This design comes from an exercise in tuning for small area, a short achievable clock period and few clock cycles on the open sky130 flow, not from production work. The RTL was checked by simulation tests, not by an equivalence proof against the original design. Power figures rest on the tool's default switching activity, not on a simulated workload.

==> flow/design.v <==
`default_nettype none
module multicycle_core #(
  parameter int DATA_W     = 32,
  parameter int IMEM_DEPTH = 16,
  parameter int DMEM_DEPTH = 16,
  parameter int MAX_INSTR  = 256
) (
  input  logic                          clk,
  input  logic                          rst,
  input  logic                          start,
  output logic                          busy,
  output logic                          done,
  output logic                          err,
  input  logic                          imem_we,
  input  logic [$clog2(IMEM_DEPTH)-1:0] imem_addr,
  input  logic [33:0]                   imem_wdata,
  output logic [$clog2(IMEM_DEPTH)-1:0] pc,
  input  logic [4:0]                    probe_reg_addr,
  output logic [DATA_W-1:0]             probe_reg_data,
  input  logic [$clog2(DMEM_DEPTH)-1:0] probe_dm_addr,
  output logic [DATA_W-1:0]             probe_dm_data
);
  localparam int c_IMEM_AW = $clog2(IMEM_DEPTH);
  localparam int c_DMEM_AW = $clog2(DMEM_DEPTH);
  localparam int c_CNT_W   = $clog2(MAX_INSTR + 1);
  logic                  r_busy;
  logic                  r_done;
  logic                  r_err;
  logic [c_IMEM_AW-1:0]  r_pc;      
  logic [c_CNT_W-1:0]    r_cnt;     
  logic [33:0]           r_ir;      
  logic                  r_go;      
  logic                  r_halt;    
  logic                  r_e_go;
  logic                  r_e_wen;       
  logic                  r_e_mem_write;
  logic                  r_e_load;      
  logic [2:0]            r_e_alu_ctl;
  logic [4:0]            r_e_dest;
  logic [DATA_W-1:0]     r_e_a;
  logic [DATA_W-1:0]     r_e_rt;        
  logic                  r_e_alu_src;   
  logic [15:0]           r_e_imm;
  logic [DATA_W-1:0]     r_e_b;         
  logic [c_DMEM_AW-1:0]  r_e_dm_addr;   
  logic [33:0]           r_imem [IMEM_DEPTH];
  logic [DATA_W-1:0]     r_rf   [1:31];
  logic [31:1]           r_rf_v;
  logic [DATA_W-1:0]     r_dmem [DMEM_DEPTH];
  logic [DMEM_DEPTH-1:0] r_dm_v;
  logic [c_IMEM_AW-1:0]  w_fetch_addr;
  logic [33:0]           w_fetch;
  logic                  w_fetch_halt;
  logic [IMEM_DEPTH-1:0] w_sel_f;
  always_ff @(posedge clk) begin
    if (imem_we && !r_busy) begin
      r_imem[imem_addr] <= imem_wdata;
    end
  end
  assign w_fetch_addr = r_busy ? r_pc : '0;
  always_comb begin
    for (int j = 0; j < IMEM_DEPTH; j++) begin
      w_sel_f[j] = (w_fetch_addr == c_IMEM_AW'(j));
    end
  end
  for (genvar b = 0; b < 34; b++) begin : g_im_rd
    logic [IMEM_DEPTH-1:0] w_col;
    always_comb begin
      for (int j = 0; j < IMEM_DEPTH; j++) w_col[j] = r_imem[j][b];
    end
    mc_ao16 u_rd (.d(w_col), .s(w_sel_f), .y(w_fetch[b]));
  end
  assign w_fetch_halt = (w_fetch == 34'd0);
  logic [4:0]            w_rs;
  logic [4:0]            w_rt;
  logic [4:0]            w_dest;
  logic [DATA_W-1:0]     w_ra;
  logic [DATA_W-1:0]     w_rb;
  logic [DATA_W-1:0]     w_wb_data;
  logic [DATA_W-1:0]     w_opa;
  logic [DATA_W-1:0]     w_opb;
  logic [DATA_W-1:0]     w_bop;
  logic [31:1]           w_sel_a;
  logic [31:1]           w_sel_b;
  logic [3:0]            w_pa_lo;   
  logic [7:0]            w_pa_hi;   
  assign w_rs   = r_ir[25:21];
  assign w_rt   = r_ir[20:16];
  assign w_dest = r_ir[31] ? r_ir[15:11] : r_ir[20:16];
  always_comb begin
    for (int k = 0; k < 4; k++) w_pa_lo[k] = (probe_reg_addr[1:0] == 2'(k));
    for (int k = 0; k < 8; k++) w_pa_hi[k] = (probe_reg_addr[4:2] == 3'(k));
    for (int i = 1; i < 32; i++) begin
      w_sel_a[i] = (r_rf_v[i] && r_busy && (w_rs == 5'(i))) ||
                   (r_rf_v[i] && !r_busy && w_pa_lo[i % 4] && w_pa_hi[i / 4]);
      w_sel_b[i] = r_rf_v[i] && (w_rt == 5'(i));
    end
  end
  for (genvar b = 0; b < DATA_W; b++) begin : g_rf_rd
    logic [31:1] w_col;
    always_comb begin
      for (int i = 1; i < 32; i++) w_col[i] = r_rf[i][b];
    end
    mc_ao31_fast u_ra (.d(w_col), .s(w_sel_a), .y(w_ra[b]));
    mc_ao31      u_rb (.d(w_col), .s(w_sel_b), .y(w_rb[b]));
  end
  logic                  w_fwd_a;
  logic                  w_fwd_b;
  assign w_fwd_a = r_e_go && r_e_wen && (r_e_dest == w_rs);
  assign w_fwd_b = r_e_go && r_e_wen && (r_e_dest == w_rt);
  assign w_opa   = w_fwd_a ? w_wb_data : w_ra;
  assign w_opb   = w_fwd_b ? w_wb_data : w_rb;
  assign w_bop = r_ir[30] ? DATA_W'($signed(r_ir[15:0])) : w_opb;
  logic [c_DMEM_AW-1:0]  w_d_dm_addr;
  logic [c_DMEM_AW-1:0]  w_d_dm_addr_lt [2];
  always_comb begin
    for (int v = 0; v < 2; v++) begin
      logic [c_DMEM_AW-1:0] a_lo;
      logic [c_DMEM_AW-1:0] b_lo;
      a_lo = w_fwd_a ? w_wb_lo_lt[v] : w_ra[c_DMEM_AW-1:0];
      b_lo = r_ir[30] ? r_ir[c_DMEM_AW-1:0] :
             (w_fwd_b ? w_wb_lo_lt[v] : w_rb[c_DMEM_AW-1:0]);
      case (r_ir[29:27])
        3'b000:  w_d_dm_addr_lt[v] = a_lo & b_lo;
        3'b001:  w_d_dm_addr_lt[v] = a_lo | b_lo;
        3'b010:  w_d_dm_addr_lt[v] = a_lo + b_lo;
        3'b110:  w_d_dm_addr_lt[v] = a_lo - b_lo;
        default: w_d_dm_addr_lt[v] = '0;
      endcase
    end
  end
  assign w_d_dm_addr = w_lt ? w_d_dm_addr_lt[1] : w_d_dm_addr_lt[0];
  logic [DATA_W-1:0]     w_sum;
  logic                  w_lt;
  logic [DATA_W-1:0]     w_alu_y;
  logic                  w_is_slt;
  assign r_e_b    = r_e_alu_src ? DATA_W'($signed(r_e_imm)) : r_e_rt;
  assign w_sum    = r_e_a + (r_e_alu_ctl[2] ? ~r_e_b : r_e_b) + DATA_W'(r_e_alu_ctl[2]);
  assign w_lt     = (r_e_a[DATA_W-1] != r_e_b[DATA_W-1]) ? r_e_a[DATA_W-1] : w_sum[DATA_W-1];
  assign w_is_slt = (r_e_alu_ctl == 3'b111);
  always_comb begin
    case (r_e_alu_ctl)
      3'b000:  w_alu_y = r_e_a & r_e_b;
      3'b001:  w_alu_y = r_e_a | r_e_b;
      3'b010:  w_alu_y = w_sum;
      3'b110:  w_alu_y = w_sum;
      3'b111:  w_alu_y = {{(DATA_W-1){1'b0}}, w_lt};
      default: w_alu_y = '0;
    endcase
  end
  logic [c_DMEM_AW-1:0]  w_dm_raddr;
  logic [DATA_W-1:0]     w_dm_rd;
  logic [DATA_W-1:0]     w_dm_word1;
  logic [DATA_W-1:0]     w_load;
  logic [c_DMEM_AW-1:0]  w_dm_idx;
  logic [DMEM_DEPTH-1:0] w_sel_d;
  assign w_dm_raddr = r_busy ? r_e_dm_addr : probe_dm_addr;
  always_comb begin
    for (int j = 0; j < DMEM_DEPTH; j++) begin
      w_sel_d[j] = r_dm_v[j] && (w_dm_raddr == c_DMEM_AW'(j));
    end
  end
  for (genvar b = 0; b < DATA_W; b++) begin : g_dm_rd
    logic [DMEM_DEPTH-1:0] w_col;
    always_comb begin
      for (int j = 0; j < DMEM_DEPTH; j++) w_col[j] = r_dmem[j][b];
    end
    mc_ao16 u_rd (.d(w_col), .s(w_sel_d), .y(w_dm_rd[b]));
  end
  assign w_dm_word1 = r_dmem[1] & {DATA_W{r_dm_v[1]}};
  assign w_load     = (w_is_slt && w_lt) ? w_dm_word1 : w_dm_rd;
  assign w_dm_idx   = w_is_slt ? c_DMEM_AW'(w_lt) : r_e_dm_addr;
  assign w_wb_data  = r_e_load ? w_load : w_alu_y;
  logic [c_DMEM_AW-1:0]  w_wb_lo_lt [2];
  logic [c_DMEM_AW-1:0]  w_alu_lo_nslt;
  always_comb begin
    case (r_e_alu_ctl)
      3'b000:  w_alu_lo_nslt = r_e_a[c_DMEM_AW-1:0] & r_e_b[c_DMEM_AW-1:0];
      3'b001:  w_alu_lo_nslt = r_e_a[c_DMEM_AW-1:0] | r_e_b[c_DMEM_AW-1:0];
      3'b010:  w_alu_lo_nslt = w_sum[c_DMEM_AW-1:0];
      3'b110:  w_alu_lo_nslt = w_sum[c_DMEM_AW-1:0];
      default: w_alu_lo_nslt = '0;
    endcase
    for (int v = 0; v < 2; v++) begin
      if (r_e_load) begin
        w_wb_lo_lt[v] = (w_is_slt && v == 1) ? w_dm_word1[c_DMEM_AW-1:0] : w_dm_rd[c_DMEM_AW-1:0];
      end else begin
        w_wb_lo_lt[v] = w_is_slt ? c_DMEM_AW'(v) : w_alu_lo_nslt;
      end
    end
  end
  always_ff @(posedge clk) begin
    for (int i = 1; i < 32; i++) begin
      if (r_e_go && r_e_wen && (r_e_dest == 5'(i))) begin
        r_rf[i] <= w_wb_data;
      end
    end
    for (int j = 0; j < DMEM_DEPTH; j++) begin
      if (r_e_go && r_e_mem_write && (w_dm_idx == c_DMEM_AW'(j))) begin
        r_dmem[j] <= r_e_rt;
      end
    end
  end
  always_ff @(posedge clk or posedge rst) begin
    if (rst) begin
      r_rf_v <= '0;
      r_dm_v <= '0;
    end else begin
      for (int i = 1; i < 32; i++) begin
        if (r_e_go && r_e_wen && (r_e_dest == 5'(i))) begin
          r_rf_v[i] <= 1'b1;
        end
      end
      for (int j = 0; j < DMEM_DEPTH; j++) begin
        if (r_e_go && r_e_mem_write && (w_dm_idx == c_DMEM_AW'(j))) begin
          r_dm_v[j] <= 1'b1;
        end
      end
    end
  end
  always_ff @(posedge clk) begin
    r_e_a         <= w_opa;
    r_e_rt        <= w_opb;
    r_e_alu_src   <= r_ir[30];
    r_e_imm       <= r_ir[15:0];
    r_e_dm_addr   <= w_d_dm_addr;
    r_e_wen       <= r_ir[33] && (w_dest != 5'd0);
    r_e_mem_write <= r_ir[32];
    r_e_load      <= r_ir[26] && !r_ir[32];
    r_e_alu_ctl   <= r_ir[29:27];
    r_e_dest      <= w_dest;
  end
  logic w_issue;    
  logic w_load_ir;  
  assign w_issue   = r_busy && r_go;
  assign w_load_ir = w_issue || (!r_busy && start);
  always_ff @(posedge clk or posedge rst) begin
    if (rst) begin
      r_busy <= 1'b0;
      r_done <= 1'b0;
      r_err  <= 1'b0;
      r_pc   <= '0;
      r_e_go <= 1'b0;
    end else begin
      r_e_go <= w_issue;
      if (!r_busy) begin
        if (start) begin
          r_busy <= 1'b1;
          r_done <= 1'b0;
          r_err  <= 1'b0;
          r_pc   <= c_IMEM_AW'(1);
        end
      end else if (r_go) begin
        r_pc   <= r_pc + c_IMEM_AW'(1);
      end else begin
        r_busy <= 1'b0;
        r_done <= 1'b1;
        r_err  <= !r_halt;
      end
    end
  end
  always_ff @(posedge clk) begin
    if (w_load_ir) begin
      r_ir   <= w_fetch;
      r_halt <= w_fetch_halt;
    end
    if (!r_busy) begin
      r_cnt <= '0;
      r_go  <= !w_fetch_halt;
    end else if (r_go) begin
      r_cnt <= r_cnt + c_CNT_W'(1);
      r_go  <= !w_fetch_halt && (r_cnt != c_CNT_W'(MAX_INSTR - 1));
    end
  end
  assign busy           = r_busy;
  assign done           = r_done;
  assign err            = r_err;
  assign pc             = r_pc;
  assign probe_reg_data = w_ra;
  assign probe_dm_data  = w_dm_rd;
endmodule
module mc_ao31_fast (
  input  logic [30:0] d,
  input  logic [30:0] s,
  output logic        y
);
  logic [3:0] l2;
  logic [1:0] l3;
  for (genvar k = 0; k < 3; k++) begin : g_l2
    mc_ao8 u (.d(d[8*k +: 8]), .s(s[8*k +: 8]), .y(l2[k]));
  end
  mc_ao7   u_l2_3 (.d(d[30:24]), .s(s[30:24]), .y(l2[3]));
  mc_nor2  u_l3_0 (.a(l2[0]), .b(l2[1]), .y(l3[0]));
  mc_nor2  u_l3_1 (.a(l2[2]), .b(l2[3]), .y(l3[1]));
  mc_nand2 u_l4   (.a(l3[0]), .b(l3[1]), .y(y));
endmodule
module mc_ao8 (
  input  logic [7:0] d,
  input  logic [7:0] s,
  output logic       y
);
  assign y = |(d & s);
endmodule
module mc_ao7 (
  input  logic [6:0] d,
  input  logic [6:0] s,
  output logic       y
);
  assign y = |(d & s);
endmodule
module mc_ao31 (
  input  logic [30:0] d,
  input  logic [30:0] s,
  output logic        y
);
  logic [10:0] l1;
  logic [2:0]  l2;
  for (genvar k = 0; k < 10; k++) begin : g_l1
    mc_aoi222 u (.a1(d[3*k]), .a2(s[3*k]), .b1(d[3*k+1]), .b2(s[3*k+1]),
                 .c1(d[3*k+2]), .c2(s[3*k+2]), .y(l1[k]));
  end
  mc_nand2 u_l1_last (.a(d[30]), .b(s[30]), .y(l1[10]));
  mc_nand4 u_l2_0 (.a(l1[0]), .b(l1[1]), .c(l1[2]), .d(l1[3]), .y(l2[0]));
  mc_nand4 u_l2_1 (.a(l1[4]), .b(l1[5]), .c(l1[6]), .d(l1[7]), .y(l2[1]));
  mc_nand3 u_l2_2 (.a(l1[8]), .b(l1[9]), .c(l1[10]), .y(l2[2]));
  mc_or3   u_l3   (.a(l2[0]), .b(l2[1]), .c(l2[2]), .y(y));
endmodule
module mc_ao16 (
  input  logic [15:0] d,
  input  logic [15:0] s,
  output logic        y
);
  logic [5:0] l1;
  logic [1:0] l2;
  for (genvar k = 0; k < 5; k++) begin : g_l1
    mc_aoi222 u (.a1(d[3*k]), .a2(s[3*k]), .b1(d[3*k+1]), .b2(s[3*k+1]),
                 .c1(d[3*k+2]), .c2(s[3*k+2]), .y(l1[k]));
  end
  mc_nand2 u_l1_last (.a(d[15]), .b(s[15]), .y(l1[5]));
  mc_nand3 u_l2_0 (.a(l1[0]), .b(l1[1]), .c(l1[2]), .y(l2[0]));
  mc_nand3 u_l2_1 (.a(l1[3]), .b(l1[4]), .c(l1[5]), .y(l2[1]));
  mc_or2   u_l3   (.a(l2[0]), .b(l2[1]), .y(y));
endmodule
module mc_aoi222 (input logic a1, a2, b1, b2, c1, c2, output logic y);
  assign y = !((a1 && a2) || (b1 && b2) || (c1 && c2));
endmodule
module mc_nand2 (input logic a, b, output logic y);
  assign y = !(a && b);
endmodule
module mc_nand3 (input logic a, b, c, output logic y);
  assign y = !(a && b && c);
endmodule
module mc_nand4 (input logic a, b, c, d, output logic y);
  assign y = !(a && b && c && d);
endmodule
module mc_nor2 (input logic a, b, output logic y);
  assign y = !(a || b);
endmodule
module mc_or2 (input logic a, b, output logic y);
  assign y = a || b;
endmodule
module mc_or3 (input logic a, b, c, output logic y);
  assign y = a || b || c;
endmodule
`default_nettype wire
==> flow/run.sh <==
#!/bin/bash
# synth_recipe.tcl (not shown) runs the flow's synth.tcl, then flattens the netlist and writes it again
# the make line also repeats each setting of config.mk as NAME=value (left out here)
make -C /OpenROAD-flow-scripts/flow DESIGN_CONFIG=/design/flow/config.mk WORK_HOME=/design/flow/orfs CLKGATE_MAP_FILE= SYNTH_SCRIPT=/design/flow/synth_recipe.tcl finish
==> flow/config.mk <==
export PLATFORM = sky130hd
export DESIGN_NAME = multicycle_core
export DESIGN_NICKNAME = multicycle_core
export VERILOG_FILES = /design/flow/design.v
export SDC_FILE = /design/flow/constraint.sdc
export NUM_CORES = 4
export LEC_CHECK = 0
export ABC_CLOCK_PERIOD_IN_PS = 5000
export CAP_MARGIN = 20
export CELL_PAD_IN_SITES_GLOBAL_PLACEMENT = 2
export CORE_MARGIN = 2
export CORE_UTILIZATION = 60
export CTS_BUF_LIST = sky130_fd_sc_hd__clkbuf_16
export CTS_CLUSTER_DIAMETER = 95
export CTS_CLUSTER_SIZE = 26
export PLACE_DENSITY = 0.75
export SETUP_SLACK_MARGIN = 5
export SLEW_MARGIN = 20
export SYNTH_HIERARCHICAL = 1
export SYNTH_MINIMUM_KEEP_SIZE = 0
==> flow/constraint.sdc <==
create_clock -name core_clock -period 12.0 [get_ports {clk}]
set_input_delay 2.4000 -clock core_clock [delete_from_list [all_inputs] [get_ports {clk}]]
set_output_delay 2.4000 -clock core_clock [all_outputs]
set_load 0.01 [all_outputs]
==> run_results.csv <==
group,metric,value,unit
run_status,status,"no timing/DRC/antenna violations",
worst_setup_path,critical_path.endpoint,"probe_reg_data[4]",
power_and_ir_drop,p_per_area,253,mW/mm^2
grt,grt_max_degree,56,
grt,antenna_found_initial,23,
yosys,ys_seq_area_share,75.4,%
clock_tree,clkLatencyLatePin,780,ps
worst_setup_path,critical_path.startpoint_type,"input pin",
yosys,ys_warn_count,11,
yosys,synth_largest_area_cell,"edfxtp_1",
sta,final_hold_viol_count,0,
floorplan,rows,140,
sta,fmax,142,MHz
worst_setup_path,worst-setup-path-type,"in2out",
grt,grt_overflow_total,0,
yosys,synth_common_cells,"edfxtp_1 (2083), a222oi_1 (682), a22oi_1 (464)",
floorplan,die_area,0.149,sq mm
worst_setup_path,cp_slowest_stage_delay,450,ps
min_path,worstHoldPathCells,0,
worst_setup_path,cp_num_buf_inv,3,
cells_and_area,syn_to_final_growth,11.7,%
routing,routed_wl,290,mm
cells_and_area,drive_gt1_share,13.3,%
yosys,yosysMostFrequentCell,"edfxtp_1",
placed_design,dp_cells,7454,
cells_and_area,fill_cells,9919,
min_path,worstHoldPathType,"reg2reg",
power_and_ir_drop,power.leakage,0.0322,uW
routing,wl_per_cell,37.6,microns
yosys,netlist_instances,5290,
worst_setup_path,ff2ff_setup_slack,5460,ps
worst_setup_path,path_depth,10,
worst_setup_path,path_max_fanout,16,
run,maxCapViolCount,0,
yosys,synth_cell_type_count,82,
sta,relSlewSlack,16.4,%
grt,grt_usage,38.1,%
yosys,syn_area,0.0876,sq mm
worst_setup_path,critical_path.top_delay_family,"simple AND/OR/NAND/NOR gates",
cells_and_area,layout.nets,5822,
worst_setup_path,cp.arrival,4620,ps
worst_setup_path,worst_ep_required_time,9600,ps
floorplan,ios,122,
sta,worst_pin_slew,1240,ps
worst_setup_path,crit_start,"probe_reg_addr[4]",
power_and_ir_drop,total_power,24800,uW
routing,drc_errors,0,
routing,drt_pre_antenna_iters,13,
yosys,synthTopCellsByArea,"edfxtp_1 (71%), a222oi_1 (7.8%), a22oi_1 (4.0%), dfxtp_1 (2.4%), dfrtp_1 (1.6%)",
clock_tree,cts_max_level,3,
yosys,syn_area_per_cell,16.6,sq um
sta,post-route-period-util,58.5,%
clock_tree,tritoncts,"yes",
clock_tree,hold_buffers,0,
floorplan,die_w,386,microns
yosys,synth_edf_count,2083,
sta,timing.setup.tns,0,ps
sta,setup-violations-final,0,
placed_design,portBuffers,121,
clock_tree,cts_sinks,2244,
placed_design,gp_congestion,0.917,
worst_setup_path,worst_r2r_endpoint,"r_rf[4][1]",
yosys,syn-num-nets,5391,
worst_setup_path,slowest_stage,"or3_1",
cells_and_area,fin_cells,7716,
worst_setup_path,rr_worst_depth,15,
yosys,postSynth.asyncResetShare,2.45,%
floorplan,die_y,386,microns
routing,ant_nets,0,
power_and_ir_drop,ir_worst_vdd,266,uV
sta,skew,39.7,ps
routing,vias_per_cell,7.65,
routing,drt_iter0_markers,12578,
sta,rsz0062_at_grt,"yes",
yosys,synth.top_cell.area_share,71.4,%
grt,grt_pass1_vias,55696,
floorplan,core-area,0.145,sq mm
yosys,synth_flop_cell,"edfxtp_1",
sta,finalMaxSlewViolations,0,
worst_setup_path,cp-end-kind,"primary output",
routing,num_vias,59026,
worst_setup_path,crit_chain,"buf_2 > or3_1 > o21ai_0 > and3_4 > buf_12 > a22oi_1 > nand4_1 > nor2_4 > nand2_2 > dlygate4sd2_1",
clock_tree,numCtsBuffers,96,
cells_and_area,multi_input_area,0.0221,sq mm
worst_setup_path,r2r-start,"r_e_alu_src",
clock_tree,clk_pin_slew,100,ps
clock_tree,cts.path.max_buffers,3,
sta,fin_crit,7020,ps
yosys,ys_ff_latch,2244,
grt,grt_pass1_wl,401,mm
floorplan,initial_core_util,60.3,%
clock_tree,cts-root-buf,"clkbuf_16",
cells_and_area,seqCellArea,0.0661,sq mm
placed_design,hpwl,169,mm
## what timing repair did
action | 4_1_cts | 5_1_grt
endpoints found under the setup margin | 65 | 77
gates resized for setup | 452 | 69
pin swaps | 177 | 54
setup buffers | 58 | 4
cloned | 20 | 2
## metrics by stage
stage | hold WS [ps] | setup WS, ps | util (%) | cell area (sq um)
6_report | 346 | 4980 | 67.4 | 97800
3_5_place_dp | 329 | 3670 | 64.1 | 93000
5_1_grt | 360 | 4990 | 67.3 | 97800
4_1_cts | 350 | 5000 | 67.2 | 97700
2_1_floorplan | 323 | 5430 | - | 87600
3_3_place_gp | 329 | 3660 | 64.0 | 93000
## sequential cells by signal, indices dropped and copies added (netlist names), 9 cells and up
| register | count |
|---|---|
| r_e_rt | 32 |
| r_cnt | 9 |
| r_ir | 34 |
| r_imem | 544 |
| r_dmem | 512 |
| r_dm_v | 16 |
| r_rf_v | 31 |
| r_rf | 992 |
| r_e_a | 32 |
| r_e_imm | 16 |
## cell usage in the layout, fill, tap and decap left out, types with 29 or more instances in the layout
cell             synthesis  final
a21oi_1                 83     79
a222oi_1               682    682
a22oi_1                464    464
and3_1                  77     61
buf_12                   0     47
buf_2                   10     30
buf_4                    0    200
clkbuf_16                0     98
clkdlybuf4s50_1          0     48
dfrtp_1                 55     55
dfxtp_1                106    104
edfxtp_1              2083   2083
ha_1                    47     47
inv_1                   52    110
mux2_2                  51     51
nand2_1                262    242
nand3_1                224    220
nand4_1                175    175
nor2_1                 208    110
nor2_4                   0     80
o21ai_0                111    104
or2_1                   66     37
or2_2                   51     51
or2_4                    0     29
or3_1                   43     41
xnor2_1                 32     32
xor2_1                  47     47
## per-module statistics from Yosys (local to each module, per instance), a selection
module	cell area, sq um	flops+latches	cells inside	copies in the design
mc_ao8	36.3	0	5	96
multicycle_core	74100	2244	3512	1
mc_nand3	5.00	0	1	164
mc_nor2	3.75	0	1	64
mc_or2	6.26	0	1	66
mc_ao7	30.0	0	4	32
## final cells by class
class                           instances  share of cell area [%]
Antenna cell                            8                  0.0205
Tap cell                             1917                    2.45
Clock buffer                           96                    2.46
Multi-Input combinational cell       2922                    22.6
Inverter                               52                   0.200
Clock inverter                         72                   0.391
Sequential cell                      2244                    67.5
Timing Repair Buffer                  405                    4.34
## power by group
| group | switching, uW | internal [uW] | total (uW) | leakage, uW |
|---|---|---|---|---|
| registers | 663 | 10700 | 11400 | 0.0206 |
| logic | 6480 | 3070 | 9550 | 0.00994 |
| clock network | 2340 | 1490 | 3830 | 0.00159 |
| total | 9480 | 15300 | 24800 | 0.0322 |
## kinds of logic after synthesis
| family | share of synthesized area (%) |
|---|---|
| and+or+nand+nor | 7.05 |
| AOI/OAI and AO/OA | 14.2 |
| DFF | 75.4 |
| muxes | 0.933 |
| buffers and inverters | 0.573 |
| adders and majority gates | 0.991 |
| xor gates and xnor gates | 0.816 |
## layer usage
layer | track usage (%) | up-vias | share of wire [%]
li1 | - | 23970 | -
met1 | 54.8 | 29231 | 36
met2 | 55.6 | 5137 | 44
met3 | 10.3 | 666 | 16
met4 | 15.8 | 22 | 4.7
met5 | 0 | - | 0.058
## how the worst min path moves through the flow
stage,startpoint,endpoint,slack [ps]
after detailed placement,r_ir[8],r_e_imm[8],330
after global routing,r_ir[7],r_e_imm[7],360
after CTS,r_ir[10],r_e_imm[10],350
after global placement,r_ir[10],r_e_imm[10],330
after floorplan,r_ir[10],r_e_imm[10],320
final,r_ir[7],r_e_imm[7],350
Testbench counts, summed over its fixed seeds: cycles 31,375.

==> afterwards: timing with drivers on the ports <==
How much do the figures lean on ideal ports? The routed layout below was timed once more, with nothing changed but the port constraints.
Step 1 sets driving cells, clkbuf_16 on the clock port and buf_2 on the other inputs (assumed; they add their load-dependent delay and slew).
Step 2 adds t to the input delays and takes it off the output delays; t is the mean of the earliest and latest rising clock arrival at the registers after step 1. Input paths then give back, and output paths get back, about the clock's delay inside the block.
Slacks: ideal ports / drivers / drivers and shift; pairs: ideal ports / drivers.
shift t [ns]: 0.847
setup slack, ns: 4.977 / 4.917 / 4.616
worst register clock-pin slew, ns: 0.11 / 0.11
After both steps setup and hold are still met in this run. For this run, drivers alone change the setup slack by -0.060 ns; drivers and shift together by -0.361 ns.
